From an optimization exercise on the open Yosys and OpenROAD flow, aimed at small area, a short achievable clock period and few clock cycles per item; shortcuts taken in it are not production practice. RTL that was checked went through simulation tests only; none was proved equivalent to the original. No functional check of the RTL was part of run 1.

**flow/config.mk**
```make
export PLATFORM = sky130hd
export DESIGN_NAME = ntt_core
export DESIGN_NICKNAME = ntt_core
export VERILOG_FILES = /design/flow/design.v
export SDC_FILE = /design/flow/constraint.sdc
export NUM_CORES = 4
export LEC_CHECK = 0
export CAP_MARGIN = 20
export CORE_MARGIN = 2
export CORE_UTILIZATION = 40
export CTS_BUF_LIST = sky130_fd_sc_hd__clkbuf_8
export SETUP_SLACK_MARGIN = 3.0
export SLEW_MARGIN = 20
```
**flow/constraint.sdc**
```tcl
create_clock -name core_clock -period 7.0 [get_ports {clk}]
set_input_delay 1.4000 -clock core_clock [delete_from_list [all_inputs] [get_ports {clk}]]
set_output_delay 1.4000 -clock core_clock [all_outputs]
set_load 0.01 [all_outputs]
```
**flow/design.v**
```verilog
package ntt_pkg;
    localparam int DATA_W = 14;
    localparam logic [DATA_W-1:0] Q = 14'd12289;
    localparam logic [DATA_W-1:0] R2_MOD_Q = 14'd6829;
endpackage
`timescale 1ns/1ps
module coef_regfile (
    input  logic        clk,
    input  logic [3:0]  wr,         
    input  logic [13:0] wd0,
    input  logic [13:0] wd1,
    input  logic [13:0] wd2,
    input  logic [13:0] wd3,
    output logic [13:0] head0,
    output logic [13:0] head1,
    output logic [13:0] head2,
    output logic [13:0] head3,
    output logic [13:0] nxt0,
    output logic [13:0] nxt1,
    output logic [13:0] nxt3
);
    logic [13:0] l0 [0:3];
    logic [13:0] l1 [0:3];
    logic [13:0] l2 [0:3];
    logic [13:0] l3 [0:3];
    always_ff @(posedge clk) begin
        l0[0] <= wr[0] ? wd0 : l0[1]; l0[1] <= l0[2]; l0[2] <= l0[3]; l0[3] <= l0[0];
        l1[0] <= wr[1] ? wd1 : l1[1]; l1[1] <= l1[2]; l1[2] <= l1[3]; l1[3] <= l1[0];
        l2[0] <= wr[2] ? wd2 : l2[1]; l2[1] <= l2[2]; l2[2] <= l2[3]; l2[3] <= l2[0];
        l3[0] <= wr[3] ? wd3 : l3[1]; l3[1] <= l3[2]; l3[2] <= l3[3]; l3[3] <= l3[0];
    end
    assign head0 = l0[0];
    assign head1 = l1[0];
    assign head2 = l2[0];
    assign head3 = l3[0];
    assign nxt0  = l0[1];
    assign nxt1  = l1[1];
    assign nxt3  = l3[1];
endmodule
`timescale 1ns/1ps
module twiddle_ram (
    input  logic        clk,
    input  logic        wr_en,
    input  logic [2:0]  wr_idx,
    input  logic [13:0] wr_data,
    input  logic [2:0]  rd_sel,     
    output logic [13:0] rd_data
);
    logic [13:0] w1, w2, w3, w4, w6;
    always_ff @(posedge clk) begin
        if (wr_en && wr_idx == 3'd1) w1 <= wr_data;
        if (wr_en && wr_idx == 3'd2) w2 <= wr_data;
        if (wr_en && wr_idx == 3'd3) w3 <= wr_data;
        if (wr_en && wr_idx == 3'd4) w4 <= wr_data;
        if (wr_en && wr_idx == 3'd6) w6 <= wr_data;
    end
    always_comb begin
        case (rd_sel)
            3'd0:    rd_data = w1;
            3'd1:    rd_data = w2;
            3'd2:    rd_data = w3;
            3'd3:    rd_data = w4;
            3'd4:    rd_data = w6;
            default: rd_data = ntt_pkg::R2_MOD_Q;
        endcase
    end
endmodule
`timescale 1ns/1ps
module mod_mult (
    input  logic        clk,
    input  logic [13:0] a,
    input  logic [13:0] b,
    output logic [13:0] p
);
    logic [13:0] a_r;
    logic [13:0] b_r;
    logic [27:0] s_r;      
    logic [27:0] c_r;
    logic [13:0] hi_r;     
    logic [13:0] m_r;      
    logic [1:0]  k_r;      
    logic [27:0] s_n;
    logic [27:0] c_n;
    logic [27:0] prod;
    logic [13:0] lo;
    logic [13:0] m;
    logic [2:0]  h;
    logic [1:0]  c;
    logic [1:0]  kc;
    logic [14:0] tx, ty, ux, uy;
    logic [14:0] t;
    logic [14:0] tq;
    mul_csa csa_i (.a(a_r), .b(b_r), .s(s_n), .c(c_n));
    always_comb begin
        prod = s_r + c_r;
        lo   = prod[13:0];
        m    = {2'(lo[1:0] * 2'd3), 12'd0} - lo;
        h    = {1'b0, lo[13:12]} + {1'b0, lo[1:0]};
        if (lo == 14'd0)                                           c = 2'd0;
        else if ((h > 3'd4) || ((h == 3'd4) && (lo[11:0] != 12'd0))) c = 2'd2;
        else                                                       c = 2'd1;
        kc   = c + 2'(m[1] & m[0]);
        tx   = {1'b0, hi_r} ^ {3'b0, m_r[13:2]} ^ {2'b0, m_r[13:1]};
        ty   = {(({1'b0, hi_r} & {3'b0, m_r[13:2]}) | ({1'b0, hi_r} & {2'b0, m_r[13:1]}) |
                 ({3'b0, m_r[13:2]} & {2'b0, m_r[13:1]})), 1'b0};
        ux   = tx ^ ty ^ 15'd20479;
        uy   = {((tx & ty) | (tx & 15'd20479) | (ty & 15'd20479)), 1'b0};
        t    = tx + ty + 15'(k_r);
        tq   = ux + uy + 15'(k_r);
    end
    always_ff @(posedge clk) begin
        a_r  <= a;
        b_r  <= b;
        s_r  <= s_n;
        c_r  <= c_n;
        hi_r <= prod[27:14];
        m_r  <= m;
        k_r  <= kc;
        p    <= tq[14] ? t[13:0] : tq[13:0];
    end
endmodule
module mul_csa (
    input  logic [13:0] a,
    input  logic [13:0] b,
    output logic [27:0] s,
    output logic [27:0] c
);
    logic [13:0] pp [0:13];
    always_comb for (int i = 0; i < 14; i++) pp[i] = a & {14{b[i]}};
    logic s1;
    logic c2;
    logic s3;
    logic c4;
    logic s5;
    logic c6;
    logic s7;
    logic c8;
    logic s9;
    logic c10;
    logic s11;
    logic c12;
    logic s13;
    logic c14;
    logic s15;
    logic c16;
    logic s17;
    logic c18;
    logic s19;
    logic c20;
    logic s21;
    logic c22;
    logic s23;
    logic c24;
    logic s25;
    logic c26;
    logic s27;
    logic c28;
    logic s29;
    logic c30;
    logic s31;
    logic c32;
    logic s33;
    logic c34;
    logic s35;
    logic c36;
    logic s37;
    logic c38;
    logic s39;
    logic c40;
    logic s41;
    logic c42;
    logic s43;
    logic c44;
    logic s45;
    logic c46;
    logic s47;
    logic c48;
    logic s49;
    logic c50;
    logic s51;
    logic c52;
    logic s53;
    logic c54;
    logic s55;
    logic c56;
    logic s57;
    logic c58;
    logic s59;
    logic c60;
    logic s61;
    logic c62;
    logic s63;
    logic c64;
    logic s65;
    logic c66;
    logic s67;
    logic c68;
    logic s69;
    logic c70;
    logic s71;
    logic c72;
    logic s73;
    logic c74;
    logic s75;
    logic c76;
    logic s77;
    logic c78;
    logic s79;
    logic c80;
    logic s81;
    logic c82;
    logic s83;
    logic c84;
    logic s85;
    logic c86;
    logic s87;
    logic c88;
    logic s89;
    logic c90;
    logic s91;
    logic c92;
    logic s93;
    logic c94;
    logic s95;
    logic c96;
    logic s97;
    logic c98;
    logic s99;
    logic c100;
    logic s101;
    logic c102;
    logic s103;
    logic c104;
    logic s105;
    logic c106;
    logic s107;
    logic c108;
    logic s109;
    logic c110;
    logic s111;
    logic c112;
    logic s113;
    logic c114;
    logic s115;
    logic c116;
    logic s117;
    logic c118;
    logic s119;
    logic c120;
    logic s121;
    logic c122;
    logic s123;
    logic c124;
    logic s125;
    logic c126;
    logic s127;
    logic c128;
    logic s129;
    logic c130;
    logic s131;
    logic c132;
    logic s133;
    logic c134;
    logic s135;
    logic c136;
    logic s137;
    logic c138;
    logic s139;
    logic c140;
    logic s141;
    logic c142;
    logic s143;
    logic c144;
    logic s145;
    logic c146;
    logic s147;
    logic c148;
    logic s149;
    logic c150;
    logic s151;
    logic c152;
    logic s153;
    logic c154;
    logic s155;
    logic c156;
    logic s157;
    logic c158;
    logic s159;
    logic c160;
    logic s161;
    logic c162;
    logic s163;
    logic c164;
    logic s165;
    logic c166;
    logic s167;
    logic c168;
    logic s169;
    logic c170;
    logic s171;
    logic c172;
    logic s173;
    logic c174;
    logic s175;
    logic c176;
    logic s177;
    logic c178;
    logic s179;
    logic c180;
    logic s181;
    logic c182;
    logic s183;
    logic c184;
    logic s185;
    logic c186;
    logic s187;
    logic c188;
    logic s189;
    logic c190;
    logic s191;
    logic c192;
    logic s193;
    logic c194;
    logic s195;
    logic c196;
    logic s197;
    logic c198;
    logic s199;
    logic c200;
    logic s201;
    logic c202;
    logic s203;
    logic c204;
    logic s205;
    logic c206;
    logic s207;
    logic c208;
    logic s209;
    logic c210;
    logic s211;
    logic c212;
    logic s213;
    logic c214;
    logic s215;
    logic c216;
    logic s217;
    logic c218;
    logic s219;
    logic c220;
    logic s221;
    logic c222;
    logic s223;
    logic c224;
    logic s225;
    logic c226;
    logic s227;
    logic c228;
    logic s229;
    logic c230;
    logic s231;
    logic c232;
    logic s233;
    logic c234;
    logic s235;
    logic c236;
    logic s237;
    logic c238;
    logic s239;
    logic c240;
    logic s241;
    logic c242;
    logic s243;
    logic c244;
    logic s245;
    logic c246;
    logic s247;
    logic c248;
    logic s249;
    logic c250;
    logic s251;
    logic c252;
    logic s253;
    logic c254;
    logic s255;
    logic c256;
    logic s257;
    logic c258;
    logic s259;
    logic c260;
    logic s261;
    logic c262;
    logic s263;
    logic c264;
    logic s265;
    logic c266;
    logic s267;
    logic c268;
    logic s269;
    logic c270;
    logic s271;
    logic c272;
    logic s273;
    logic c274;
    logic s275;
    logic c276;
    logic s277;
    logic c278;
    logic s279;
    logic c280;
    logic s281;
    logic c282;
    logic s283;
    logic c284;
    logic s285;
    logic c286;
    logic s287;
    logic c288;
    logic s289;
    logic c290;
    logic s291;
    logic c292;
    logic s293;
    logic c294;
    logic s295;
    logic c296;
    logic s297;
    logic c298;
    logic s299;
    logic c300;
    logic s301;
    logic c302;
    logic s303;
    logic c304;
    logic s305;
    logic c306;
    logic s307;
    logic c308;
    logic s309;
    logic c310;
    logic s311;
    logic c312;
    assign s1 = pp[0][13] ^ pp[1][12];
    assign c2 = pp[0][13] & pp[1][12];
    assign s3 = pp[1][13] ^ pp[2][12];
    assign c4 = pp[1][13] & pp[2][12];
    assign s5 = pp[0][9] ^ pp[1][8];
    assign c6 = pp[0][9] & pp[1][8];
    assign s7 = pp[0][10] ^ pp[1][9] ^ pp[2][8];
    assign c8 = (pp[0][10] & pp[1][9]) | (pp[0][10] & pp[2][8]) | (pp[1][9] & pp[2][8]);
    assign s9 = pp[3][7] ^ pp[4][6];
    assign c10 = pp[3][7] & pp[4][6];
    assign s11 = pp[0][11] ^ pp[1][10] ^ pp[2][9];
    assign c12 = (pp[0][11] & pp[1][10]) | (pp[0][11] & pp[2][9]) | (pp[1][10] & pp[2][9]);
    assign s13 = pp[3][8] ^ pp[4][7] ^ pp[5][6];
    assign c14 = (pp[3][8] & pp[4][7]) | (pp[3][8] & pp[5][6]) | (pp[4][7] & pp[5][6]);
    assign s15 = pp[6][5] ^ pp[7][4];
    assign c16 = pp[6][5] & pp[7][4];
    assign s17 = pp[0][12] ^ pp[1][11] ^ pp[2][10];
    assign c18 = (pp[0][12] & pp[1][11]) | (pp[0][12] & pp[2][10]) | (pp[1][11] & pp[2][10]);
    assign s19 = pp[3][9] ^ pp[4][8] ^ pp[5][7];
    assign c20 = (pp[3][9] & pp[4][8]) | (pp[3][9] & pp[5][7]) | (pp[4][8] & pp[5][7]);
    assign s21 = pp[6][6] ^ pp[7][5] ^ pp[8][4];
    assign c22 = (pp[6][6] & pp[7][5]) | (pp[6][6] & pp[8][4]) | (pp[7][5] & pp[8][4]);
    assign s23 = pp[9][3] ^ pp[10][2];
    assign c24 = pp[9][3] & pp[10][2];
    assign s25 = s1 ^ pp[2][11] ^ pp[3][10];
    assign c26 = (s1 & pp[2][11]) | (s1 & pp[3][10]) | (pp[2][11] & pp[3][10]);
    assign s27 = pp[4][9] ^ pp[5][8] ^ pp[6][7];
    assign c28 = (pp[4][9] & pp[5][8]) | (pp[4][9] & pp[6][7]) | (pp[5][8] & pp[6][7]);
    assign s29 = pp[7][6] ^ pp[8][5] ^ pp[9][4];
    assign c30 = (pp[7][6] & pp[8][5]) | (pp[7][6] & pp[9][4]) | (pp[8][5] & pp[9][4]);
    assign s31 = pp[10][3] ^ pp[11][2] ^ pp[12][1];
    assign c32 = (pp[10][3] & pp[11][2]) | (pp[10][3] & pp[12][1]) | (pp[11][2] & pp[12][1]);
    assign s33 = c2 ^ s3 ^ pp[3][11];
    assign c34 = (c2 & s3) | (c2 & pp[3][11]) | (s3 & pp[3][11]);
    assign s35 = pp[4][10] ^ pp[5][9] ^ pp[6][8];
    assign c36 = (pp[4][10] & pp[5][9]) | (pp[4][10] & pp[6][8]) | (pp[5][9] & pp[6][8]);
    assign s37 = pp[7][7] ^ pp[8][6] ^ pp[9][5];
    assign c38 = (pp[7][7] & pp[8][6]) | (pp[7][7] & pp[9][5]) | (pp[8][6] & pp[9][5]);
    assign s39 = pp[10][4] ^ pp[11][3] ^ pp[12][2];
    assign c40 = (pp[10][4] & pp[11][3]) | (pp[10][4] & pp[12][2]) | (pp[11][3] & pp[12][2]);
    assign s41 = c4 ^ pp[2][13] ^ pp[3][12];
    assign c42 = (c4 & pp[2][13]) | (c4 & pp[3][12]) | (pp[2][13] & pp[3][12]);
    assign s43 = pp[4][11] ^ pp[5][10] ^ pp[6][9];
    assign c44 = (pp[4][11] & pp[5][10]) | (pp[4][11] & pp[6][9]) | (pp[5][10] & pp[6][9]);
    assign s45 = pp[7][8] ^ pp[8][7] ^ pp[9][6];
    assign c46 = (pp[7][8] & pp[8][7]) | (pp[7][8] & pp[9][6]) | (pp[8][7] & pp[9][6]);
    assign s47 = pp[10][5] ^ pp[11][4] ^ pp[12][3];
    assign c48 = (pp[10][5] & pp[11][4]) | (pp[10][5] & pp[12][3]) | (pp[11][4] & pp[12][3]);
    assign s49 = pp[3][13] ^ pp[4][12] ^ pp[5][11];
    assign c50 = (pp[3][13] & pp[4][12]) | (pp[3][13] & pp[5][11]) | (pp[4][12] & pp[5][11]);
    assign s51 = pp[6][10] ^ pp[7][9] ^ pp[8][8];
    assign c52 = (pp[6][10] & pp[7][9]) | (pp[6][10] & pp[8][8]) | (pp[7][9] & pp[8][8]);
    assign s53 = pp[9][7] ^ pp[10][6] ^ pp[11][5];
    assign c54 = (pp[9][7] & pp[10][6]) | (pp[9][7] & pp[11][5]) | (pp[10][6] & pp[11][5]);
    assign s55 = pp[4][13] ^ pp[5][12] ^ pp[6][11];
    assign c56 = (pp[4][13] & pp[5][12]) | (pp[4][13] & pp[6][11]) | (pp[5][12] & pp[6][11]);
    assign s57 = pp[7][10] ^ pp[8][9] ^ pp[9][8];
    assign c58 = (pp[7][10] & pp[8][9]) | (pp[7][10] & pp[9][8]) | (pp[8][9] & pp[9][8]);
    assign s59 = pp[5][13] ^ pp[6][12] ^ pp[7][11];
    assign c60 = (pp[5][13] & pp[6][12]) | (pp[5][13] & pp[7][11]) | (pp[6][12] & pp[7][11]);
    assign s61 = pp[0][6] ^ pp[1][5];
    assign c62 = pp[0][6] & pp[1][5];
    assign s63 = pp[0][7] ^ pp[1][6] ^ pp[2][5];
    assign c64 = (pp[0][7] & pp[1][6]) | (pp[0][7] & pp[2][5]) | (pp[1][6] & pp[2][5]);
    assign s65 = pp[3][4] ^ pp[4][3];
    assign c66 = pp[3][4] & pp[4][3];
    assign s67 = pp[0][8] ^ pp[1][7] ^ pp[2][6];
    assign c68 = (pp[0][8] & pp[1][7]) | (pp[0][8] & pp[2][6]) | (pp[1][7] & pp[2][6]);
    assign s69 = pp[3][5] ^ pp[4][4] ^ pp[5][3];
    assign c70 = (pp[3][5] & pp[4][4]) | (pp[3][5] & pp[5][3]) | (pp[4][4] & pp[5][3]);
    assign s71 = pp[6][2] ^ pp[7][1];
    assign c72 = pp[6][2] & pp[7][1];
    assign s73 = s5 ^ pp[2][7] ^ pp[3][6];
    assign c74 = (s5 & pp[2][7]) | (s5 & pp[3][6]) | (pp[2][7] & pp[3][6]);
    assign s75 = pp[4][5] ^ pp[5][4] ^ pp[6][3];
    assign c76 = (pp[4][5] & pp[5][4]) | (pp[4][5] & pp[6][3]) | (pp[5][4] & pp[6][3]);
    assign s77 = pp[7][2] ^ pp[8][1] ^ pp[9][0];
    assign c78 = (pp[7][2] & pp[8][1]) | (pp[7][2] & pp[9][0]) | (pp[8][1] & pp[9][0]);
    assign s79 = c6 ^ s7 ^ s9;
    assign c80 = (c6 & s7) | (c6 & s9) | (s7 & s9);
    assign s81 = pp[5][5] ^ pp[6][4] ^ pp[7][3];
    assign c82 = (pp[5][5] & pp[6][4]) | (pp[5][5] & pp[7][3]) | (pp[6][4] & pp[7][3]);
    assign s83 = pp[8][2] ^ pp[9][1] ^ pp[10][0];
    assign c84 = (pp[8][2] & pp[9][1]) | (pp[8][2] & pp[10][0]) | (pp[9][1] & pp[10][0]);
    assign s85 = c8 ^ c10 ^ s11;
    assign c86 = (c8 & c10) | (c8 & s11) | (c10 & s11);
    assign s87 = s13 ^ s15 ^ pp[8][3];
    assign c88 = (s13 & s15) | (s13 & pp[8][3]) | (s15 & pp[8][3]);
    assign s89 = pp[9][2] ^ pp[10][1] ^ pp[11][0];
    assign c90 = (pp[9][2] & pp[10][1]) | (pp[9][2] & pp[11][0]) | (pp[10][1] & pp[11][0]);
    assign s91 = c12 ^ c14 ^ c16;
    assign c92 = (c12 & c14) | (c12 & c16) | (c14 & c16);
    assign s93 = s17 ^ s19 ^ s21;
    assign c94 = (s17 & s19) | (s17 & s21) | (s19 & s21);
    assign s95 = s23 ^ pp[11][1] ^ pp[12][0];
    assign c96 = (s23 & pp[11][1]) | (s23 & pp[12][0]) | (pp[11][1] & pp[12][0]);
    assign s97 = c18 ^ c20 ^ c22;
    assign c98 = (c18 & c20) | (c18 & c22) | (c20 & c22);
    assign s99 = c24 ^ s25 ^ s27;
    assign c100 = (c24 & s25) | (c24 & s27) | (s25 & s27);
    assign s101 = s29 ^ s31 ^ pp[13][0];
    assign c102 = (s29 & s31) | (s29 & pp[13][0]) | (s31 & pp[13][0]);
    assign s103 = c26 ^ c28 ^ c30;
    assign c104 = (c26 & c28) | (c26 & c30) | (c28 & c30);
    assign s105 = c32 ^ s33 ^ s35;
    assign c106 = (c32 & s33) | (c32 & s35) | (s33 & s35);
    assign s107 = s37 ^ s39 ^ pp[13][1];
    assign c108 = (s37 & s39) | (s37 & pp[13][1]) | (s39 & pp[13][1]);
    assign s109 = c34 ^ c36 ^ c38;
    assign c110 = (c34 & c36) | (c34 & c38) | (c36 & c38);
    assign s111 = c40 ^ s41 ^ s43;
    assign c112 = (c40 & s41) | (c40 & s43) | (s41 & s43);
    assign s113 = s45 ^ s47 ^ pp[13][2];
    assign c114 = (s45 & s47) | (s45 & pp[13][2]) | (s47 & pp[13][2]);
    assign s115 = c42 ^ c44 ^ c46;
    assign c116 = (c42 & c44) | (c42 & c46) | (c44 & c46);
    assign s117 = c48 ^ s49 ^ s51;
    assign c118 = (c48 & s49) | (c48 & s51) | (s49 & s51);
    assign s119 = s53 ^ pp[12][4] ^ pp[13][3];
    assign c120 = (s53 & pp[12][4]) | (s53 & pp[13][3]) | (pp[12][4] & pp[13][3]);
    assign s121 = c50 ^ c52 ^ c54;
    assign c122 = (c50 & c52) | (c50 & c54) | (c52 & c54);
    assign s123 = s55 ^ s57 ^ pp[10][7];
    assign c124 = (s55 & s57) | (s55 & pp[10][7]) | (s57 & pp[10][7]);
    assign s125 = pp[11][6] ^ pp[12][5] ^ pp[13][4];
    assign c126 = (pp[11][6] & pp[12][5]) | (pp[11][6] & pp[13][4]) | (pp[12][5] & pp[13][4]);
    assign s127 = c56 ^ c58 ^ s59;
    assign c128 = (c56 & c58) | (c56 & s59) | (c58 & s59);
    assign s129 = pp[8][10] ^ pp[9][9] ^ pp[10][8];
    assign c130 = (pp[8][10] & pp[9][9]) | (pp[8][10] & pp[10][8]) | (pp[9][9] & pp[10][8]);
    assign s131 = pp[11][7] ^ pp[12][6] ^ pp[13][5];
    assign c132 = (pp[11][7] & pp[12][6]) | (pp[11][7] & pp[13][5]) | (pp[12][6] & pp[13][5]);
    assign s133 = c60 ^ pp[6][13] ^ pp[7][12];
    assign c134 = (c60 & pp[6][13]) | (c60 & pp[7][12]) | (pp[6][13] & pp[7][12]);
    assign s135 = pp[8][11] ^ pp[9][10] ^ pp[10][9];
    assign c136 = (pp[8][11] & pp[9][10]) | (pp[8][11] & pp[10][9]) | (pp[9][10] & pp[10][9]);
    assign s137 = pp[11][8] ^ pp[12][7] ^ pp[13][6];
    assign c138 = (pp[11][8] & pp[12][7]) | (pp[11][8] & pp[13][6]) | (pp[12][7] & pp[13][6]);
    assign s139 = pp[7][13] ^ pp[8][12] ^ pp[9][11];
    assign c140 = (pp[7][13] & pp[8][12]) | (pp[7][13] & pp[9][11]) | (pp[8][12] & pp[9][11]);
    assign s141 = pp[10][10] ^ pp[11][9] ^ pp[12][8];
    assign c142 = (pp[10][10] & pp[11][9]) | (pp[10][10] & pp[12][8]) | (pp[11][9] & pp[12][8]);
    assign s143 = pp[8][13] ^ pp[9][12] ^ pp[10][11];
    assign c144 = (pp[8][13] & pp[9][12]) | (pp[8][13] & pp[10][11]) | (pp[9][12] & pp[10][11]);
    assign s145 = pp[0][4] ^ pp[1][3];
    assign c146 = pp[0][4] & pp[1][3];
    assign s147 = pp[0][5] ^ pp[1][4] ^ pp[2][3];
    assign c148 = (pp[0][5] & pp[1][4]) | (pp[0][5] & pp[2][3]) | (pp[1][4] & pp[2][3]);
    assign s149 = pp[3][2] ^ pp[4][1];
    assign c150 = pp[3][2] & pp[4][1];
    assign s151 = s61 ^ pp[2][4] ^ pp[3][3];
    assign c152 = (s61 & pp[2][4]) | (s61 & pp[3][3]) | (pp[2][4] & pp[3][3]);
    assign s153 = pp[4][2] ^ pp[5][1] ^ pp[6][0];
    assign c154 = (pp[4][2] & pp[5][1]) | (pp[4][2] & pp[6][0]) | (pp[5][1] & pp[6][0]);
    assign s155 = c62 ^ s63 ^ s65;
    assign c156 = (c62 & s63) | (c62 & s65) | (s63 & s65);
    assign s157 = pp[5][2] ^ pp[6][1] ^ pp[7][0];
    assign c158 = (pp[5][2] & pp[6][1]) | (pp[5][2] & pp[7][0]) | (pp[6][1] & pp[7][0]);
    assign s159 = c64 ^ c66 ^ s67;
    assign c160 = (c64 & c66) | (c64 & s67) | (c66 & s67);
    assign s161 = s69 ^ s71 ^ pp[8][0];
    assign c162 = (s69 & s71) | (s69 & pp[8][0]) | (s71 & pp[8][0]);
    assign s163 = c68 ^ c70 ^ c72;
    assign c164 = (c68 & c70) | (c68 & c72) | (c70 & c72);
    assign s165 = s73 ^ s75 ^ s77;
    assign c166 = (s73 & s75) | (s73 & s77) | (s75 & s77);
    assign s167 = c74 ^ c76 ^ c78;
    assign c168 = (c74 & c76) | (c74 & c78) | (c76 & c78);
    assign s169 = s79 ^ s81 ^ s83;
    assign c170 = (s79 & s81) | (s79 & s83) | (s81 & s83);
    assign s171 = c80 ^ c82 ^ c84;
    assign c172 = (c80 & c82) | (c80 & c84) | (c82 & c84);
    assign s173 = s85 ^ s87 ^ s89;
    assign c174 = (s85 & s87) | (s85 & s89) | (s87 & s89);
    assign s175 = c86 ^ c88 ^ c90;
    assign c176 = (c86 & c88) | (c86 & c90) | (c88 & c90);
    assign s177 = s91 ^ s93 ^ s95;
    assign c178 = (s91 & s93) | (s91 & s95) | (s93 & s95);
    assign s179 = c92 ^ c94 ^ c96;
    assign c180 = (c92 & c94) | (c92 & c96) | (c94 & c96);
    assign s181 = s97 ^ s99 ^ s101;
    assign c182 = (s97 & s99) | (s97 & s101) | (s99 & s101);
    assign s183 = c98 ^ c100 ^ c102;
    assign c184 = (c98 & c100) | (c98 & c102) | (c100 & c102);
    assign s185 = s103 ^ s105 ^ s107;
    assign c186 = (s103 & s105) | (s103 & s107) | (s105 & s107);
    assign s187 = c104 ^ c106 ^ c108;
    assign c188 = (c104 & c106) | (c104 & c108) | (c106 & c108);
    assign s189 = s109 ^ s111 ^ s113;
    assign c190 = (s109 & s111) | (s109 & s113) | (s111 & s113);
    assign s191 = c110 ^ c112 ^ c114;
    assign c192 = (c110 & c112) | (c110 & c114) | (c112 & c114);
    assign s193 = s115 ^ s117 ^ s119;
    assign c194 = (s115 & s117) | (s115 & s119) | (s117 & s119);
    assign s195 = c116 ^ c118 ^ c120;
    assign c196 = (c116 & c118) | (c116 & c120) | (c118 & c120);
    assign s197 = s121 ^ s123 ^ s125;
    assign c198 = (s121 & s123) | (s121 & s125) | (s123 & s125);
    assign s199 = c122 ^ c124 ^ c126;
    assign c200 = (c122 & c124) | (c122 & c126) | (c124 & c126);
    assign s201 = s127 ^ s129 ^ s131;
    assign c202 = (s127 & s129) | (s127 & s131) | (s129 & s131);
    assign s203 = c128 ^ c130 ^ c132;
    assign c204 = (c128 & c130) | (c128 & c132) | (c130 & c132);
    assign s205 = s133 ^ s135 ^ s137;
    assign c206 = (s133 & s135) | (s133 & s137) | (s135 & s137);
    assign s207 = c134 ^ c136 ^ c138;
    assign c208 = (c134 & c136) | (c134 & c138) | (c136 & c138);
    assign s209 = s139 ^ s141 ^ pp[13][7];
    assign c210 = (s139 & s141) | (s139 & pp[13][7]) | (s141 & pp[13][7]);
    assign s211 = c140 ^ c142 ^ s143;
    assign c212 = (c140 & c142) | (c140 & s143) | (c142 & s143);
    assign s213 = pp[11][10] ^ pp[12][9] ^ pp[13][8];
    assign c214 = (pp[11][10] & pp[12][9]) | (pp[11][10] & pp[13][8]) | (pp[12][9] & pp[13][8]);
    assign s215 = c144 ^ pp[9][13] ^ pp[10][12];
    assign c216 = (c144 & pp[9][13]) | (c144 & pp[10][12]) | (pp[9][13] & pp[10][12]);
    assign s217 = pp[11][11] ^ pp[12][10] ^ pp[13][9];
    assign c218 = (pp[11][11] & pp[12][10]) | (pp[11][11] & pp[13][9]) | (pp[12][10] & pp[13][9]);
    assign s219 = pp[10][13] ^ pp[11][12] ^ pp[12][11];
    assign c220 = (pp[10][13] & pp[11][12]) | (pp[10][13] & pp[12][11]) | (pp[11][12] & pp[12][11]);
    assign s221 = pp[0][3] ^ pp[1][2];
    assign c222 = pp[0][3] & pp[1][2];
    assign s223 = s145 ^ pp[2][2] ^ pp[3][1];
    assign c224 = (s145 & pp[2][2]) | (s145 & pp[3][1]) | (pp[2][2] & pp[3][1]);
    assign s225 = c146 ^ s147 ^ s149;
    assign c226 = (c146 & s147) | (c146 & s149) | (s147 & s149);
    assign s227 = c148 ^ c150 ^ s151;
    assign c228 = (c148 & c150) | (c148 & s151) | (c150 & s151);
    assign s229 = c152 ^ c154 ^ s155;
    assign c230 = (c152 & c154) | (c152 & s155) | (c154 & s155);
    assign s231 = c156 ^ c158 ^ s159;
    assign c232 = (c156 & c158) | (c156 & s159) | (c158 & s159);
    assign s233 = c160 ^ c162 ^ s163;
    assign c234 = (c160 & c162) | (c160 & s163) | (c162 & s163);
    assign s235 = c164 ^ c166 ^ s167;
    assign c236 = (c164 & c166) | (c164 & s167) | (c166 & s167);
    assign s237 = c168 ^ c170 ^ s171;
    assign c238 = (c168 & c170) | (c168 & s171) | (c170 & s171);
    assign s239 = c172 ^ c174 ^ s175;
    assign c240 = (c172 & c174) | (c172 & s175) | (c174 & s175);
    assign s241 = c176 ^ c178 ^ s179;
    assign c242 = (c176 & c178) | (c176 & s179) | (c178 & s179);
    assign s243 = c180 ^ c182 ^ s183;
    assign c244 = (c180 & c182) | (c180 & s183) | (c182 & s183);
    assign s245 = c184 ^ c186 ^ s187;
    assign c246 = (c184 & c186) | (c184 & s187) | (c186 & s187);
    assign s247 = c188 ^ c190 ^ s191;
    assign c248 = (c188 & c190) | (c188 & s191) | (c190 & s191);
    assign s249 = c192 ^ c194 ^ s195;
    assign c250 = (c192 & c194) | (c192 & s195) | (c194 & s195);
    assign s251 = c196 ^ c198 ^ s199;
    assign c252 = (c196 & c198) | (c196 & s199) | (c198 & s199);
    assign s253 = c200 ^ c202 ^ s203;
    assign c254 = (c200 & c202) | (c200 & s203) | (c202 & s203);
    assign s255 = c204 ^ c206 ^ s207;
    assign c256 = (c204 & c206) | (c204 & s207) | (c206 & s207);
    assign s257 = c208 ^ c210 ^ s211;
    assign c258 = (c208 & c210) | (c208 & s211) | (c210 & s211);
    assign s259 = c212 ^ c214 ^ s215;
    assign c260 = (c212 & c214) | (c212 & s215) | (c214 & s215);
    assign s261 = c216 ^ c218 ^ s219;
    assign c262 = (c216 & c218) | (c216 & s219) | (c218 & s219);
    assign s263 = c220 ^ pp[11][13] ^ pp[12][12];
    assign c264 = (c220 & pp[11][13]) | (c220 & pp[12][12]) | (pp[11][13] & pp[12][12]);
    assign s265 = pp[0][2] ^ pp[1][1];
    assign c266 = pp[0][2] & pp[1][1];
    assign s267 = s221 ^ pp[2][1] ^ pp[3][0];
    assign c268 = (s221 & pp[2][1]) | (s221 & pp[3][0]) | (pp[2][1] & pp[3][0]);
    assign s269 = c222 ^ s223 ^ pp[4][0];
    assign c270 = (c222 & s223) | (c222 & pp[4][0]) | (s223 & pp[4][0]);
    assign s271 = c224 ^ s225 ^ pp[5][0];
    assign c272 = (c224 & s225) | (c224 & pp[5][0]) | (s225 & pp[5][0]);
    assign s273 = c226 ^ s227 ^ s153;
    assign c274 = (c226 & s227) | (c226 & s153) | (s227 & s153);
    assign s275 = c228 ^ s229 ^ s157;
    assign c276 = (c228 & s229) | (c228 & s157) | (s229 & s157);
    assign s277 = c230 ^ s231 ^ s161;
    assign c278 = (c230 & s231) | (c230 & s161) | (s231 & s161);
    assign s279 = c232 ^ s233 ^ s165;
    assign c280 = (c232 & s233) | (c232 & s165) | (s233 & s165);
    assign s281 = c234 ^ s235 ^ s169;
    assign c282 = (c234 & s235) | (c234 & s169) | (s235 & s169);
    assign s283 = c236 ^ s237 ^ s173;
    assign c284 = (c236 & s237) | (c236 & s173) | (s237 & s173);
    assign s285 = c238 ^ s239 ^ s177;
    assign c286 = (c238 & s239) | (c238 & s177) | (s239 & s177);
    assign s287 = c240 ^ s241 ^ s181;
    assign c288 = (c240 & s241) | (c240 & s181) | (s241 & s181);
    assign s289 = c242 ^ s243 ^ s185;
    assign c290 = (c242 & s243) | (c242 & s185) | (s243 & s185);
    assign s291 = c244 ^ s245 ^ s189;
    assign c292 = (c244 & s245) | (c244 & s189) | (s245 & s189);
    assign s293 = c246 ^ s247 ^ s193;
    assign c294 = (c246 & s247) | (c246 & s193) | (s247 & s193);
    assign s295 = c248 ^ s249 ^ s197;
    assign c296 = (c248 & s249) | (c248 & s197) | (s249 & s197);
    assign s297 = c250 ^ s251 ^ s201;
    assign c298 = (c250 & s251) | (c250 & s201) | (s251 & s201);
    assign s299 = c252 ^ s253 ^ s205;
    assign c300 = (c252 & s253) | (c252 & s205) | (s253 & s205);
    assign s301 = c254 ^ s255 ^ s209;
    assign c302 = (c254 & s255) | (c254 & s209) | (s255 & s209);
    assign s303 = c256 ^ s257 ^ s213;
    assign c304 = (c256 & s257) | (c256 & s213) | (s257 & s213);
    assign s305 = c258 ^ s259 ^ s217;
    assign c306 = (c258 & s259) | (c258 & s217) | (s259 & s217);
    assign s307 = c260 ^ s261 ^ pp[13][10];
    assign c308 = (c260 & s261) | (c260 & pp[13][10]) | (s261 & pp[13][10]);
    assign s309 = c262 ^ s263 ^ pp[13][11];
    assign c310 = (c262 & s263) | (c262 & pp[13][11]) | (s263 & pp[13][11]);
    assign s311 = c264 ^ pp[12][13] ^ pp[13][12];
    assign c312 = (c264 & pp[12][13]) | (c264 & pp[13][12]) | (pp[12][13] & pp[13][12]);
    assign s[0] = pp[0][0];
    assign c[0] = 1'b0;
    assign s[1] = pp[0][1];
    assign c[1] = pp[1][0];
    assign s[2] = s265;
    assign c[2] = pp[2][0];
    assign s[3] = c266;
    assign c[3] = s267;
    assign s[4] = c268;
    assign c[4] = s269;
    assign s[5] = c270;
    assign c[5] = s271;
    assign s[6] = c272;
    assign c[6] = s273;
    assign s[7] = c274;
    assign c[7] = s275;
    assign s[8] = c276;
    assign c[8] = s277;
    assign s[9] = c278;
    assign c[9] = s279;
    assign s[10] = c280;
    assign c[10] = s281;
    assign s[11] = c282;
    assign c[11] = s283;
    assign s[12] = c284;
    assign c[12] = s285;
    assign s[13] = c286;
    assign c[13] = s287;
    assign s[14] = c288;
    assign c[14] = s289;
    assign s[15] = c290;
    assign c[15] = s291;
    assign s[16] = c292;
    assign c[16] = s293;
    assign s[17] = c294;
    assign c[17] = s295;
    assign s[18] = c296;
    assign c[18] = s297;
    assign s[19] = c298;
    assign c[19] = s299;
    assign s[20] = c300;
    assign c[20] = s301;
    assign s[21] = c302;
    assign c[21] = s303;
    assign s[22] = c304;
    assign c[22] = s305;
    assign s[23] = c306;
    assign c[23] = s307;
    assign s[24] = c308;
    assign c[24] = s309;
    assign s[25] = c310;
    assign c[25] = s311;
    assign s[26] = c312;
    assign c[26] = pp[13][13];
    assign s[27] = 1'b0;
    assign c[27] = 1'b0;
endmodule
`timescale 1ns/1ps
module mod_addsub (
    input  logic [13:0] a,
    input  logic [13:0] b,
    input  logic        sub,
    output logic [13:0] y
);
    logic [14:0] bb;
    logic [14:0] s;
    logic [14:0] t;
    logic [14:0] k;
    logic [14:0] cx;
    logic [14:0] cy;
    always_comb begin
        bb = {1'b0, b} ^ {15{sub}};
        k  = sub ? 15'd12290 : 15'd20479;
        cx = {1'b0, a} ^ bb ^ k;
        cy = ({1'b0, a} & bb) | ({1'b0, a} & k) | (bb & k);
        s  = {1'b0, a} + bb + 15'(sub);
        t  = cx + {cy[13:0], 1'b0};
        if (sub) y = s[14] ? t[13:0] : s[13:0];
        else     y = t[14] ? s[13:0] : t[13:0];
    end
endmodule
module mod_add (
    input  logic [13:0] a,
    input  logic [13:0] b,
    output logic [13:0] y
);
    logic [14:0] s;
    logic [14:0] t;
    logic [14:0] cx;
    logic [14:0] cy;
    always_comb begin
        cx = {1'b0, a} ^ {1'b0, b} ^ 15'd20479;
        cy = ({1'b0, a} & {1'b0, b}) | ({1'b0, a} & 15'd20479) | ({1'b0, b} & 15'd20479);
        s = {1'b0, a} + {1'b0, b};
        t = cx + {cy[13:0], 1'b0};
        y = t[14] ? s[13:0] : t[13:0];
    end
endmodule
module mod_sub (
    input  logic [13:0] a,
    input  logic [13:0] b,
    output logic [13:0] y
);
    logic [14:0] s;
    logic [14:0] t;
    logic [14:0] cx;
    logic [14:0] cy;
    always_comb begin
        cx = {1'b0, a} ^ {1'b1, ~b} ^ 15'd12290;
        cy = ({1'b0, a} & {1'b1, ~b}) | ({1'b0, a} & 15'd12290) | ({1'b1, ~b} & 15'd12290);
        s = {1'b0, a} + {1'b1, ~b} + 15'd1;
        t = cx + {cy[13:0], 1'b0};
        y = s[14] ? t[13:0] : s[13:0];
    end
endmodule
`timescale 1ns/1ps
`timescale 1ns/1ps
module ntt_core (
    input  logic        clk,
    input  logic        reset,
    input  logic        load_w,
    input  logic        load_data,
    input  logic        start,
    input  logic [13:0] din,
    output logic        done,
    output logic [13:0] dout
);
    typedef enum logic [2:0] {
        S_IDLE,
        S_LTW,
        S_LDATA,
        S_WAIT,
        S_RUN
    } state_t;
    state_t      state;
    logic [3:0]  seq;
    logic [3:0]  twk;      
    logic [1:0]  hcol;     
    logic [4:0]  k;        
    logic [4:0]  kn;       
    logic        spec;     
    logic        ready;
    logic        go;
    logic        go_spec;
    logic        cmd_start;
    logic        commit;
    logic        abort;
    logic [13:0] din_r;
    logic        ldv_r;    
    logic [3:0]  ldi_r;
    assign cmd_start = start && !load_w && !load_data;
    assign ready     = (hcol == 2'd1) && (twk >= 4'd13);
    assign go_spec   = (state == S_LDATA) && (seq == 4'd14) && ready;
    assign commit    = spec && (state == S_IDLE) && cmd_start;
    assign abort     = spec && (state == S_IDLE) && !cmd_start;
    assign go        = ready && !spec && (((state == S_IDLE) && cmd_start) || (state == S_WAIT));
    assign kn        = (go || go_spec) ? 5'd1 :
                       (abort ? 5'd0 : (((k != 5'd0) && (k != 5'd25)) ? k + 5'd1 : 5'd0));
    always_ff @(posedge clk or posedge reset) begin
        if (reset) begin
            state <= S_IDLE;
            seq   <= '0;
            twk   <= 4'd15;
            hcol  <= '0;
            k     <= '0;
            spec  <= 1'b0;
            ldv_r <= 1'b0;
            ldi_r <= '0;
        end else begin
            hcol  <= hcol + 2'd1;
            ldv_r <= (state == S_LDATA);
            ldi_r <= seq;
            k     <= kn;
            if (twk != 4'd15) twk <= twk + 4'd1;
            if (go_spec) spec <= 1'b1;
            if (state == S_IDLE) spec <= 1'b0;
            case (state)
                S_IDLE: begin
                    seq <= '0;
                    if (commit) begin
                        state <= S_RUN;
                    end else if (load_w) begin
                        state <= S_LTW;
                        twk   <= '0;
                    end else if (load_data) begin
                        state <= S_LDATA;
                        hcol  <= 2'd3;
                    end else if (start) begin
                        state <= go ? S_RUN : S_WAIT;
                    end
                end
                S_LTW: begin
                    seq <= seq + 4'd1;
                    if (seq == 4'd7) state <= S_IDLE;
                end
                S_LDATA: begin
                    seq <= seq + 4'd1;
                    if (seq == 4'd15) state <= S_IDLE;
                end
                S_WAIT: begin
                    if (go) state <= S_RUN;
                end
                S_RUN: begin
                    if (k == 5'd25) state <= S_IDLE;
                end
                default: state <= S_IDLE;
            endcase
        end
    end
    logic       s2_sub;
    logic       s2_swap;   
    logic       s2_bu2;    
    logic       d_wr;
    logic       z_mult;
    logic       ru_p0;     
    logic       ru_sub;
    logic       f_r3n;     
    logic       en_r1;
    logic       en_r0;
    logic       en_r2;
    logic       f_hi;      
    logic       f_sub;
    logic       out_en;
    always_ff @(posedge clk) begin
        s2_sub  <= ((kn >= 5'd5) && (kn <= 5'd8)) || (kn >= 5'd13);
        s2_swap <= (kn == 5'd15);
        s2_bu2  <= (kn <= 5'd8);
        d_wr    <= (kn >= 5'd4) && (kn <= 5'd7);
        ru_p0   <= (kn[1:0] == 2'd0);
        ru_sub  <= ~kn[0];
        f_r3n   <= (kn[1:0] != 2'd1);
        en_r1   <= (kn[1:0] == 2'd3);
        en_r0   <= (kn[1:0] == 2'd1);
        en_r2   <= (kn[1:0] == 2'd2);
        f_hi    <= kn[1] ^ 1'b1;       
        f_sub   <= kn[0];
        out_en  <= (kn >= 5'd10) && (kn <= 5'd25);
        case (kn)
            5'd9, 5'd10, 5'd11, 5'd13, 5'd14, 5'd15, 5'd17, 5'd18, 5'd19: z_mult <= 1'b1;
            default: z_mult <= 1'b0;
        endcase
    end
    logic [4:0] kq;
    logic [1:0] ma_sel;
    logic [2:0] tw_sel;
    logic       conv;      
    assign kq   = ((k != 5'd0) && (k != 5'd25)) ? k + 5'd1 : 5'd0;
    assign conv = (twk <= 4'd7);
    always_comb begin
        if (kq <= 5'd4)           ma_sel = 2'd1;   
        else if (kq[1:0] == 2'd1) ma_sel = 2'd2;   
        else                      ma_sel = 2'd3;   
        case (kq)
            5'd6:    tw_sel = 3'd1;   
            5'd8:    tw_sel = 3'd4;   
            5'd10:   tw_sel = 3'd0;   
            5'd11:   tw_sel = 3'd1;   
            5'd12:   tw_sel = 3'd2;   
            5'd14:   tw_sel = 3'd2;   
            5'd15:   tw_sel = 3'd4;   
            5'd16:   tw_sel = 3'd0;   
            default: tw_sel = 3'd3;   
        endcase
        if (conv) tw_sel = 3'd7;
    end
    always_ff @(posedge clk) begin
        din_r <= din;
    end
    logic [13:0] h0, h1, h2, h3, n0, n1, n3;
    logic [13:0] lx;       
    logic [13:0] la, lc;
    logic [3:0]  l_wr;
    logic        l_hi;     
    assign l_hi = ldi_r[3];
    assign lx   = ldi_r[2] ? n1 : n0;
    mod_add ld_add_i (.a(lx), .b(din_r), .y(la));
    mod_sub ld_sub_i (.a(lx), .b(din_r), .y(lc));
    logic [13:0] e_nxt;
    assign e_nxt = (ldv_r && (ldi_r[3:2] == 2'd3)) ? lc : n3;
    always_comb begin
        l_wr = 4'b0000;
        if (ldv_r) begin
            l_wr[{l_hi, ldi_r[2]}] = 1'b1;    
            if (l_hi) l_wr[{1'b0, ldi_r[2]}] = 1'b1;    
        end
    end
    coef_regfile rf_i (
        .clk  (clk),
        .wr   (l_wr),
        .wd0  (l_hi ? la : din_r),
        .wd1  (l_hi ? la : din_r),
        .wd2  (lc),
        .wd3  (lc),
        .head0(h0),
        .head1(h1),
        .head2(h2),
        .head3(h3),
        .nxt0 (n0),
        .nxt1 (n1),
        .nxt3 (n3)
    );
    logic [13:0] dr [0:3];
    logic [13:0] mp;
    always_ff @(posedge clk) begin
        dr[0] <= d_wr ? mp : dr[1];
        dr[1] <= dr[2];
        dr[2] <= dr[3];
        dr[3] <= dr[0];
    end
    logic [13:0] y, y_n;
    logic [13:0] s2_a, s2_b;
    assign s2_a = s2_swap ? dr[0] : (s2_bu2 ? h0 : h2);
    assign s2_b = s2_bu2 ? h1 : (s2_swap ? h2 : dr[0]);
    mod_addsub s2_i (.a(s2_a), .b(s2_b), .sub(s2_sub), .y(y_n));
    always_ff @(posedge clk) begin
        y <= y_n;
    end
    logic [13:0] ma;
    logic [13:0] mb;
    always_comb begin
        if (conv)                 ma = din;
        else if (ma_sel == 2'd1)  ma = e_nxt;
        else if (ma_sel == 2'd2)  ma = ru_y;
        else                      ma = y_n;
    end
    twiddle_ram tw_i (
        .clk    (clk),
        .wr_en  ((twk >= 4'd4) && (twk <= 4'd11)),
        .wr_idx (3'(twk - 4'd4)),
        .wr_data(mp),
        .rd_sel (tw_sel),
        .rd_data(mb)
    );
    mod_mult mult_i (
        .clk(clk),
        .a  (ma),
        .b  (mb),
        .p  (mp)
    );
    logic [13:0] yd1, yd2, yd3;
    always_ff @(posedge clk) begin
        yd1 <= y;
        yd2 <= yd1;
        yd3 <= yd2;
    end
    logic [13:0] z;
    logic [13:0] zd1, zd2, zd3, zd4;
    assign z = z_mult ? mp : yd3;
    always_ff @(posedge clk) begin
        zd1 <= z;
        zd2 <= zd1;
        zd3 <= zd2;
        zd4 <= zd3;
    end
    logic [13:0] ru_a, ru_b, ru_y;
    logic [13:0] r0, r1, r2, r3h;
    always_comb begin
        ru_a = ({14{en_r1 | en_r2}} & zd2) | ({14{ru_p0}} & zd3) | ({14{en_r0}} & zd1);
        ru_b = ({14{en_r1}} & z) | ({14{ru_p0}} & zd1) | ({14{en_r0}} & zd3) | ({14{en_r2}} & zd4);
    end
    mod_addsub ru_i (.a(ru_a), .b(ru_b), .sub(ru_sub), .y(ru_y));
    always_ff @(posedge clk) begin
        if (en_r1) r1 <= ru_y;
        if (en_r0) r0 <= ru_y;
        if (en_r2) r2 <= ru_y;
        r3h <= mp;
    end
    logic [13:0] fa, fb, fy;
    assign fa = f_hi ? r2 : r0;
    assign fb = f_hi ? (f_r3n ? mp : r3h) : r1;
    mod_addsub fin_i (.a(fa), .b(fb), .sub(f_sub), .y(fy));
    always_ff @(posedge clk or posedge reset) begin
        if (reset) begin
            done <= 1'b0;
            dout <= '0;
        end else begin
            done <= (k == 5'd9);
            dout <= out_en ? fy : 14'd0;
        end
    end
endmodule
```
**flow/run.sh**
```bash
#!/bin/bash
# synth_recipe.tcl (not shown) runs the flow's synth.tcl, then flattens the netlist and writes it again
# the make line also repeats each setting of config.mk as NAME=value (left out here)
make -C /OpenROAD-flow-scripts/flow DESIGN_CONFIG=/design/flow/config.mk WORK_HOME=/design/flow/orfs CLKGATE_MAP_FILE= SYNTH_SCRIPT=/design/flow/synth_recipe.tcl finish
```
==> impl_metrics.toml, run 1 <==
[clock_network]
clk_latency_ns = 0.74
cts.sinks = 707
cts_buffers = 112
root_buffer = "clkbuf_8"
cts_tree = "built"
htree_levels = 3
clk_pin_slew_ns = 0.06
cts_buffer_depth = 3
cts_hold_buf = 0

[floorplan]
die_height_um = 309
pin_count = 34
rows = 111
core_area_mm2 = 0.0919
die-area_mm2 = 0.0954
start_util_pct = 40.4
die_x_um = 309

[sta]
period_share_pct = 63.0
finalCriticalPeriod_ns = 4.41
rsz0062_at_grt = "yes"
slew_headroom_pct = 27.2
tightest_slew_ns = 1.09
fin_setup_tns_ns = 0
fmax_mhz = 227
setup_violations = 0
drv_slew = 0
skew_ns = 0.0520
finalHoldViolCount = 0
holdWs_ns = 0.297

[placement]
port_buffers = 33
gp_congestion = 0.862
dp_hpwl_um = 66800

[synth]
synth-main-ff-cell = "dfxtp_1"
ys_seq_area_share_pct = 41.6
ys_seq_elements = 707
synth-warning-count = 14
syn_inst = 3592
synth_cell_types = 94
syn_nets = 4074
synth_edf_count = 112
synthArstFlopShare_pct = 5.23
synth_area_per_cell_um2 = 10.3
synth.cell_area_mm2 = 0.0372

[detailed_routing]
drt-met1-wl_um = 43100
avgRoutedWirePerCell_um = 18.4
detail_route.vias_per_cell = 5.03
wl_met3_um = 3980
dr.pass1.iters = 7
top_layer = "met4"
vias = 26000
wl_met2_um = 45800
wirelength_um = 95300
drtIter0Drc = 1730
ant_nets = 0
drc = 0

[worst_setup_path]
required_ns = 7.67
r2r_slack_ns = 2.59
max_stage_delay_ns = 0.41
crit_chain = "a222oi_1, a21boi_4, xnor2_2, ha_4, xnor2_1, ha_1, a21o_1, a21o_1, or3_4, o211ai_1, mux2i_1, nor2b_4, buf_6, buf_8, buf_6, nand4_1, o31ai_4, mux2i_1, o21ai_1"
reg2reg_to = "mult_i.a_r[11]"
crit_type = "reg2reg"
crit_buf_inv = 3
cp.arrival_ns = 5.07
cp_top_family = "compound AO/OA/AOI/OAI gates"
reg2reg_from = "en_r0"
critPathCaptureType = "flop"
slowest_stage = "dfxtp_4"
rr_worst_depth = 19
crit_path_start_kind = "flop"
crit_fanout = 8

[min_path]
hold_end = "yd3[1]"
hold_start = "yd2[1]"
min_path_type = "reg2reg"
holdPathStages = 0

[finish]
final_cell_mix = "dfxtp_1, inv_1, ha_1, nand2_1, nor2_1"
fill_cells = 8434
layout-drive-gt1-share_pct = 18.5
areaGrowthSynthToFinish_pct = 21.3
ff_latch_area_mm2 = 0.0155
final_nets = 4312
multi_input_area_mm2 = 0.0215
final_util_pct = 49.1
final_common_cell = "dfxtp_1"

[job]
max-cap-violations = 0

[grt]
grt_max_degree = 38
grt_pass1_wl_um = 147000
globalRouteTotalUtil_pct = 19.9
grt-ovfl-total = 0
grt_pass1_vias = 26300
antenna_found_initial = 4

[status]
status = "finished clean"
logic make-up after synthesis:
logic type	count (synthesis)	synth area share (%)
AOI/OAI and AO/OA	652	11.7
xor gates and xnor gates	245	5.77
adders and majority gates	464	19.3
buffers and inverters	501	5.15
DFF	707	41.6
muxes	202	5.65
and+or+nand+nor	821	10.9
flip-flops by register name, summed over array words and instances (netlist names), 26 cells and up:
name,cells
dr,56
rf_i.l0,56
rf_i.l1,56
rf_i.l2,56
rf_i.l3,56
mult_i.s_r,27
mult_i.c_r,26
per-layer routing:
| layer | track usage (%) | up-vias |
|---|---|---|
| met1 | 26.2 | 12700 |
| met5 | 0 | - |
| li1 | - | 12700 |
| met3 | 2.37 | 122 |
| met4 | 5.92 | 0 |
| met2 | 34.2 | 566 |
stage by stage:
stage               area, µm²  worst slack (ns)  std cells
floorplan               37400              2.72       3592
global route            45100              2.40       5171
finish                  45100              2.59       5171
CTS                     43900              2.64       5111
global placement        38900              1.50       4765
detailed placement      38900              1.48       4765
worst max path at each step:
stage,start,slack [ns],depth (start not counted),to
finish,en_r0,2.59,19,mult_i.a_r[11]
global route,en_r0,2.40,17,mult_i.a_r[2]
CTS,en_r0,2.64,17,mult_i.a_r[2]
detailed placement,z_mult,1.48,16,mult_i.a_r[4]
global placement,z_mult,1.50,16,mult_i.a_r[4]
floorplan,en_r0,2.72,19,mult_i.a_r[6]
final cells by class:
class                      instances  area share (%)
sequential                       707            34.4
antenna                            1         0.00555
inverter                         374            3.13
tap                             1243            3.45
multi-input combinational       2385            47.7
clock inverter                    75            1.53
clock buffer                     136            4.15
timing repair buffer             250            5.60
Yosys cell counts (all sizes together), types with 28 or more instances:
library cell / number / area share, %
nor2: 206 / 2.1
xor2: 67 / 1.6
clkbuf: 104 / 1.1
mux2: 63 / 1.9
a21o: 44 / 0.89
o21a: 28 / 0.57
and2: 164 / 2.8
nand2: 216 / 2.2
dfxtp: 558 / 30
o21ai: 151 / 2.0
dfrtp: 33 / 2.2
a21oi: 167 / 2.2
xnor2: 178 / 4.2
edfxtp: 112 / 9.0
inv: 371 / 3.7
ha: 281 / 9.5
nor3: 48 / 0.65
nand3: 34 / 0.46
nand2b: 32 / 0.54
mux2i: 139 / 3.7
fa: 182 / 9.8
nor2b: 32 / 0.54
what timing repair did:
action | 4_1_cts | 5_1_grt
gates cloned | 8 | 1
gates resized for setup | 257 | 139
pin swaps | 63 | 55
setup endpoints to repair | 155 | 115
buffers inserted | 127 | 58
==> run 2: changes to the inputs <==
--- a/flow/design.v
+++ b/flow/design.v
@@ -965,7 +965,7 @@
     logic       s2_bu2;    
     logic       d_wr;
     logic       z_mult;
-    logic       ru_p0;     
+    logic       ru_p3;     
     logic       ru_sub;
     logic       f_r3n;     
     logic       en_r1;
@@ -979,10 +979,10 @@
         s2_swap <= (kn == 5'd15);
         s2_bu2  <= (kn <= 5'd8);
         d_wr    <= (kn >= 5'd4) && (kn <= 5'd7);
-        ru_p0   <= (kn[1:0] == 2'd0);
-        ru_sub  <= ~kn[0];
+        ru_p3   <= (kn[1:0] == 2'd3);
+        ru_sub  <= kn[1];
         f_r3n   <= (kn[1:0] != 2'd1);
-        en_r1   <= (kn[1:0] == 2'd3);
+        en_r1   <= (kn[1:0] == 2'd0);
         en_r0   <= (kn[1:0] == 2'd1);
         en_r2   <= (kn[1:0] == 2'd2);
         f_hi    <= kn[1] ^ 1'b1;       
@@ -1073,7 +1073,7 @@
     always_comb begin
         if (conv)                 ma = din;
         else if (ma_sel == 2'd1)  ma = e_nxt;
-        else if (ma_sel == 2'd2)  ma = ru_y;
+        else if (ma_sel == 2'd2)  ma = t_r;
         else                      ma = y_n;
     end
     twiddle_ram tw_i (
@@ -1106,13 +1106,15 @@
         zd4 <= zd3;
     end
     logic [13:0] ru_a, ru_b, ru_y;
+    logic [13:0] t_r;      
     logic [13:0] r0, r1, r2, r3h;
     always_comb begin
-        ru_a = ({14{en_r1 | en_r2}} & zd2) | ({14{ru_p0}} & zd3) | ({14{en_r0}} & zd1);
-        ru_b = ({14{en_r1}} & z) | ({14{ru_p0}} & zd1) | ({14{en_r0}} & zd3) | ({14{en_r2}} & zd4);
+        ru_a = ({14{ru_p3 | en_r2}} & zd2) | ({14{en_r1}} & zd3) | ({14{en_r0}} & zd1);
+        ru_b = ({14{ru_p3}} & z) | ({14{en_r1}} & zd1) | ({14{en_r0}} & zd3) | ({14{en_r2}} & zd4);
     end
     mod_addsub ru_i (.a(ru_a), .b(ru_b), .sub(ru_sub), .y(ru_y));
     always_ff @(posedge clk) begin
+        t_r <= ru_y;
         if (en_r1) r1 <= ru_y;
         if (en_r0) r0 <= ru_y;
         if (en_r2) r2 <= ru_y;
--- a/flow/config.mk
+++ b/flow/config.mk
@@ -5,9 +5,10 @@
 export SDC_FILE = /design/flow/constraint.sdc
 export NUM_CORES = 4
 export LEC_CHECK = 0
+export ABC_AREA = 1
 export CAP_MARGIN = 20
 export CORE_MARGIN = 2
 export CORE_UTILIZATION = 40
 export CTS_BUF_LIST = sky130_fd_sc_hd__clkbuf_8
-export SETUP_SLACK_MARGIN = 3.0
+export SETUP_SLACK_MARGIN = 4.0
 export SLEW_MARGIN = 20
==> run 2 against run 1 <==
Net effect: still clean; design area rose by 13%; final cell count rose by 22%; die area rose by 4.5%; register-to-register slack improved by 0.80 ns; critical endpoint is now r0[0].
==> impl_metrics.toml, run 2 <==
[finish]
fill_cells = 8628
final_cell_mix = "nand2_1, inv_1, dfxtp_1, buf_4, nand3_1"
ff_latch_area_mm2 = 0.0159
areaGrowthSynthToFinish_pct = 31.2
final_util_pct = 52.9
final_nets = 5444
multi_input_area_mm2 = 0.0247
fin_area_mm2 = 0.0510
layout-drive-gt1-share_pct = 29.5
final_common_cell = "nand2_1"

[sta]
drv_slew = 0
finalHoldViolCount = 0
layout_setup_ws_ns = 3.39
slew_headroom_pct = 37.7
fin_setup_tns_ns = 0
period_share_pct = 51.6
tightest_slew_ns = 0.933
finalCriticalPeriod_ns = 3.61
rsz0062_at_grt = "yes"
skew_ns = 0.0618
setup_violations = 0
fmax_mhz = 277

[worst_setup_path]
cp_top_family = "compound AO/OA/AOI/OAI gates"
crit_chain = "buf_8, nand2_1, nand2_2, a22oi_2, nand3_2, xor2_1, inv_1, ha_4, xnor2_1, ha_1, a21oi_2, o21ai_1, a21oi_2, nand2_1, nand3_2, nand2_4, buf_4, o21ai_4, xor2_4"
crit_buf_inv = 3
cp.arrival_ns = 4.06
slowest_stage = "dfxtp_4"
crit_fanout = 6
r2r_slack_ns = 3.39
required_ns = 7.45
crit_type = "reg2reg"
critPathCaptureType = "flop"
crit_path_start_kind = "flop"
max_stage_delay_ns = 0.39

[placement]
dp_hpwl_um = 77200
gp_congestion = 0.901
pre_cts_ws_ns = 2.61
post_dp_cell_area_mm2 = 0.0413
port_buffers = 33

[clock_network]
cts_buffer_depth = 3
clk_latency_ns = 0.77
cts_buffers = 114
clk_pin_slew_ns = 0.06
cts.sinks = 721
htree_levels = 3
root_buffer = "clkbuf_8"
cts_tree = "built"

[synth]
synth_edf_count = 112
synth.cell_area_mm2 = 0.0389
ys_seq_area_share_pct = 40.5
yosysMostFrequentCell = "nand2_1"
yosys-top-cells-count = "nand2_1, inv_1, dfxtp_1"
synth_cell_types = 67
synth_area_leaders = "dfxtp_1, nand2_1, fa_1"
ys_seq_elements = 721
synth-warning-count = 14
yosysTopAreaCell = "dfxtp_1"
synthArstFlopShare_pct = 5.13
synth_area_per_cell_um2 = 8.48
synth-main-ff-cell = "dfxtp_1"
syn_inst = 4584
synth_top_area_share_pct = 29.5
syn_nets = 5066

[detailed_routing]
wirelength_um = 115000
drtIter0Drc = 2091
detail_route.vias_per_cell = 4.97
avgRoutedWirePerCell_um = 18.1
ant_nets = 0
vias = 31500
dr.pass1.iters = 7
drc = 0

[grt]
globalRouteTotalUtil_pct = 22.4
grt_pass1_wl_um = 175000
grt-ovfl-total = 0
grt_pass1_vias = 31400
grt_max_degree = 40
gr-usage-met2_pct = 38.2
met3_usage_pct = 3.15
use_met1_pct = 29.2
top_usage_layer = "met2"
antenna_found_initial = 3

[floorplan]
die-area_mm2 = 0.0997
pin_count = 34
core_area_mm2 = 0.0964
die_height_um = 316
rows = 114
die_x_um = 316
start_util_pct = 40.3

[min_path]
min_path_type = "reg2reg"

[job]
max-cap-violations = 0

[status]
status = "finished clean"
-- run 2: cell count changes in the layout (fill, tap and decap cells not counted), moves of 92 or more --
cell     change
nand2_1    +705
inv_1      +239
and2_1     -154
nand3_1    +153
nand2_2    +107
xnor2_1    -106
buf_4       +99
mux2i_1     -92
-- run 2: kinds of logic (layout without fill, tap and decap cells) --
family,Yosys count,in the layout,share of synthesized area [%]
compound gates,571,573,8.15
xor+xnor,224,224,5.07
fa+ha+maj,463,463,18.4
buf+inv,838,1297,8.27
flops,721,721,40.5
mux,24,24,0.660
other cells,0,2,0
simple gates,1743,1753,18.9
-- run 2: worst register-to-register path: stages (launching register included) --
cell and delay [ns]:
dfxtp_4 0.39, buf_8 0.15, nand2_1 0.07, nand2_2 0.07, a22oi_2 0.17, nand3_2 0.13, xor2_1 0.19, inv_1 0.09
ha_4 0.24, xnor2_1 0.13, ha_1 0.38, a21oi_2 0.26, o21ai_1 0.12, a21oi_2 0.17, nand2_1 0.09, nand3_2 0.10
nand2_4 0.08, buf_4 0.15, o21ai_4 0.21, xor2_4 0.12
-- run 2: stage by stage --
stage | hold slack, ns | instances
after global placement | 0.310 | 5786
final | 0.291 | 6333
after floorplan | 0.310 | 4584
after global routing | 0.314 | 6333
after detailed placement | 0.312 | 5786
after CTS | 0.283 | 6226
-- run 2: repair_timing --
item | CTS | global route
hold buffers | 0 | 0
pin swaps | 268 | 262
setup endpoints to repair | 228 | 213
resized for setup | 732 | 440
buffers inserted | 216 | 97
gates cloned | 15 | 8
-- run 2: layer usage --
| metal | up-vias | part of all wire [%] |
|---|---|---|
| li1 | 15300 | - |
| met1 | 15100 | 43 |
| met2 | 936 | 48 |
| met3 | 231 | 5.4 |
| met4 | 0 | 3.5 |
| met5 | - | 0 |
-- run 2: final timing paths --
check | start | to | depth (start not counted)
min in group asynchronous | reset | done | 2
max in group asynchronous | reset | dout[2] | 2
hold / removal | yd2[9] | yd3[9] | 0
setup reg to reg | z_mult | r0[0] | 19
hold reg to reg | yd2[9] | yd3[9] | 0
setup / recovery | z_mult | r0[0] | 19
-- run 2: layout make-up --
type,count,area share [%]
Sequential cell,721,31.2
Antenna cell,2,0.00982
Multi-Input combinational cell,3037,48.5
Timing Repair inverter,6,0.120
Tap cell,1276,3.13
Timing Repair Buffer,368,6.68
Inverter,714,5.49
Clock buffer,136,3.67
Clock inverter,73,1.19
Testbench counts of run 2, summed over its fixed seeds: cycles 7,952, transforms 192.
==> run 3: changes to the inputs <==
--- a/flow/config.mk
+++ b/flow/config.mk
@@ -10,5 +10,5 @@
 export CORE_MARGIN = 2
 export CORE_UTILIZATION = 40
 export CTS_BUF_LIST = sky130_fd_sc_hd__clkbuf_8
-export SETUP_SLACK_MARGIN = 4.0
+export SETUP_SLACK_MARGIN = 2.0
 export SLEW_MARGIN = 20
==> run 3 against run 2 <==
Net effect: still clean; synthesized cell count is the same; fmax shrank 22%; setup slack lost 1.0 ns; die area is the same; sequential cell count is the same; non-clock buffer count shrank 312; area after synthesis is the same; worst hold slack gained 0.0037 ns; sequential share of layout area grew 5.4 points; via count shrank 8.0%; critical path type unchanged; highest routed layer unchanged.
==> impl_metrics.toml, run 3 <==
[placement]
dp_hpwl_um = 77600
pre_cts_ws_ns = 2.17
port_buffers = 33

[detailed_routing]
vias = 29000
wirelength_um = 101000
drc = 0
wl_met3_um = 4340
drtIter0Drc = 1810

[sta]
setup_violations = 0
fin_setup_tns_ns = 0
layout_setup_ws_ns = 2.36
tightest_slew_ns = 1.01
finalCriticalPeriod_ns = 4.64
drv_slew = 0

[worst_setup_path]
required_ns = 7.59
max_stage_delay_ns = 0.64
cp.arrival_ns = 5.24
cp-startpoint = "s2_sub"
rr_worst_depth = 17
reg2reg_to = "mult_i.a_r[10]"
crit_chain = "buf_4, clkinv_1, xor2_1, ha_1, xor2_1, ha_1, a21oi_1, nand2_1, a21oi_1, nand3_1, nand2_1, nand2_1, nand2_1, nand2_1, nand2_1, o21ai_0, a21oi_1"
crit_path_start_kind = "flop"
r2r_slack_ns = 2.36
crit_end = "mult_i.a_r[10]"

[finish]
fill_cells = 9556
final_nets = 5113
layout-drive-gt1-share_pct = 6.43
final_cell_mix = "nand2_1, inv_1, dfxtp_1, ha_1, nand3_1"

[floorplan]
pin_count = 34
die_x_um = 316

[synth]
yosysMostFrequentCell = "nand2_1"
synth_cell_types = 67
synthArstFlopShare_pct = 5.13
synth-warning-count = 14
yosys-top-cells-count = "nand2_1, inv_1, dfxtp_1"
synth-main-ff-cell = "dfxtp_1"

[grt]
antenna_found_initial = 2
grt_pass1_vias = 28700
grt_pass1_wl_um = 159000

[clock_network]
root_buffer = "clkbuf_8"
htree_levels = 3
clk_pin_slew_ns = 0.07
cts_hold_buf = 0
cts_buffer_depth = 3
clk_latency_ns = 0.78

[status]
status = "finished clean"

[job]
max-cap-violations = 0
run 3: changes by cell type in the layout (fill, tap and decap cells not counted), sizes merged, moves of 2 or more:
cell           delta
buf             -310
clkdlybuf4s50    +15
dlygate4sd2      -15
clkinv           -11
nand2             -9
clkbuf            +7
clkinvlp          -4
inv               +4
a21o              -2
run 3: through the flow:
| step | hold slack, ns | util (%) | std cells | area [µm²] |
|---|---|---|---|---|
| 2_1_floorplan | 0.310 | - | 4584 | 38900 |
| 3_3_place_gp | 0.310 | 42.0 | 5792 | 40500 |
| 3_5_place_dp | 0.312 | 42.0 | 5792 | 40500 |
| 4_1_cts | 0.279 | 44.6 | 6005 | 43000 |
| 5_1_grt | 0.269 | 44.6 | 6006 | 43000 |
| 6_report | 0.294 | 44.6 | 6006 | 43000 |
run 3: worst max-delay path, delay by kind of cell (launching register included):
kind | cells | cell delay (ns)
adder cells (fa/ha/maj) | 2 | 0.78
XOR/XNOR | 2 | 0.51
AO/OA/AOI/OAI | 4 | 0.83
flip-flops | 1 | 0.32
buffers and inverters | 2 | 1.04
AND/OR/NAND/NOR | 7 | 0.91
run 3: worst min-delay path by stage:
stage | endpoint | slack, ns | depth (start not counted) | startpoint
5_1_grt | rf_i.l3[2][10] | 0.27 | 0 | rf_i.l3[3][10]
3_3_place_gp | rf_i.l0[2][4] | 0.31 | 0 | rf_i.l0[3][4]
4_1_cts | rf_i.l3[1][6] | 0.28 | 0 | rf_i.l3[2][6]
2_1_floorplan | dr[1][0] | 0.31 | 0 | dr[2][0]
6_report | rf_i.l3[1][9] | 0.29 | 0 | rf_i.l3[2][9]
3_5_place_dp | dr[1][3] | 0.31 | 0 | dr[2][3]
run 3: cell families after synthesis:
| kind of cell | synth area share, % |
|---|---|
| flops | 40.5 |
| mux | 0.660 |
| xor+xnor | 5.07 |
| simple gates | 18.9 |
| buf+inv | 8.27 |
| compound gates | 8.15 |
| fa+ha+maj | 18.4 |
run 3: cell type report:
cell class              count  area, µm²  area share [%]
multi-input cells        3025      19900            46.4
clock buffers             144       1980            4.61
diodes                      1       2.50         0.00582
inverters                 714       2680            6.24
repair buffers             56        503            1.17
well taps                1276       1600            3.71
clock inverters            69        529            1.23
flip-flops and latches    721      15700            36.6
run 3: repair_timing:
action	4_1_cts	5_1_grt
endpoints found under the setup margin	0	64
hold endpoints to repair	0	0
resized for setup	0	6
run 3: per-layer routing:
| metal | GRT usage, % | vias to the layer above |
|---|---|---|
| met2 | 34.2 | 622 |
| met5 | 0 | - |
| met4 | 6.69 | 0 |
| met1 | 27.5 | 13600 |
| li1 | - | 14600 |
| met3 | 2.75 | 147 |

## what the ideal ports hide
The flow's constraints put no driver on any port. The routed layouts listed below were extracted and timed again, unchanged, in two steps. Step 1 sets driving cells, clkbuf_16 on the clock port and buf_2 on the other inputs (assumed; they add their load-dependent delay and slew). Step 2 times the ports against the registers' clock, not the clock port: input delays grow and output delays shrink by t, the midpoint of the rising clock arrivals with the driver on. Three values: ideal ports, drivers, drivers and shift; two values: the first two.
run	t (ns)	setup WS [ns]	worst slew at a driven data input, ns
run 1	0.780	2.592 / 2.592 / 2.592	0.10
run 2	0.802	3.390 / 3.390 / 3.353	0.04
run 3	0.804	2.356 / 2.356 / 2.356	0.04
After both steps setup and hold are still met in every run listed. The setup slack of run 2, which loses most, moves by 0.000 ns with the drivers and by -0.037 ns with both steps.
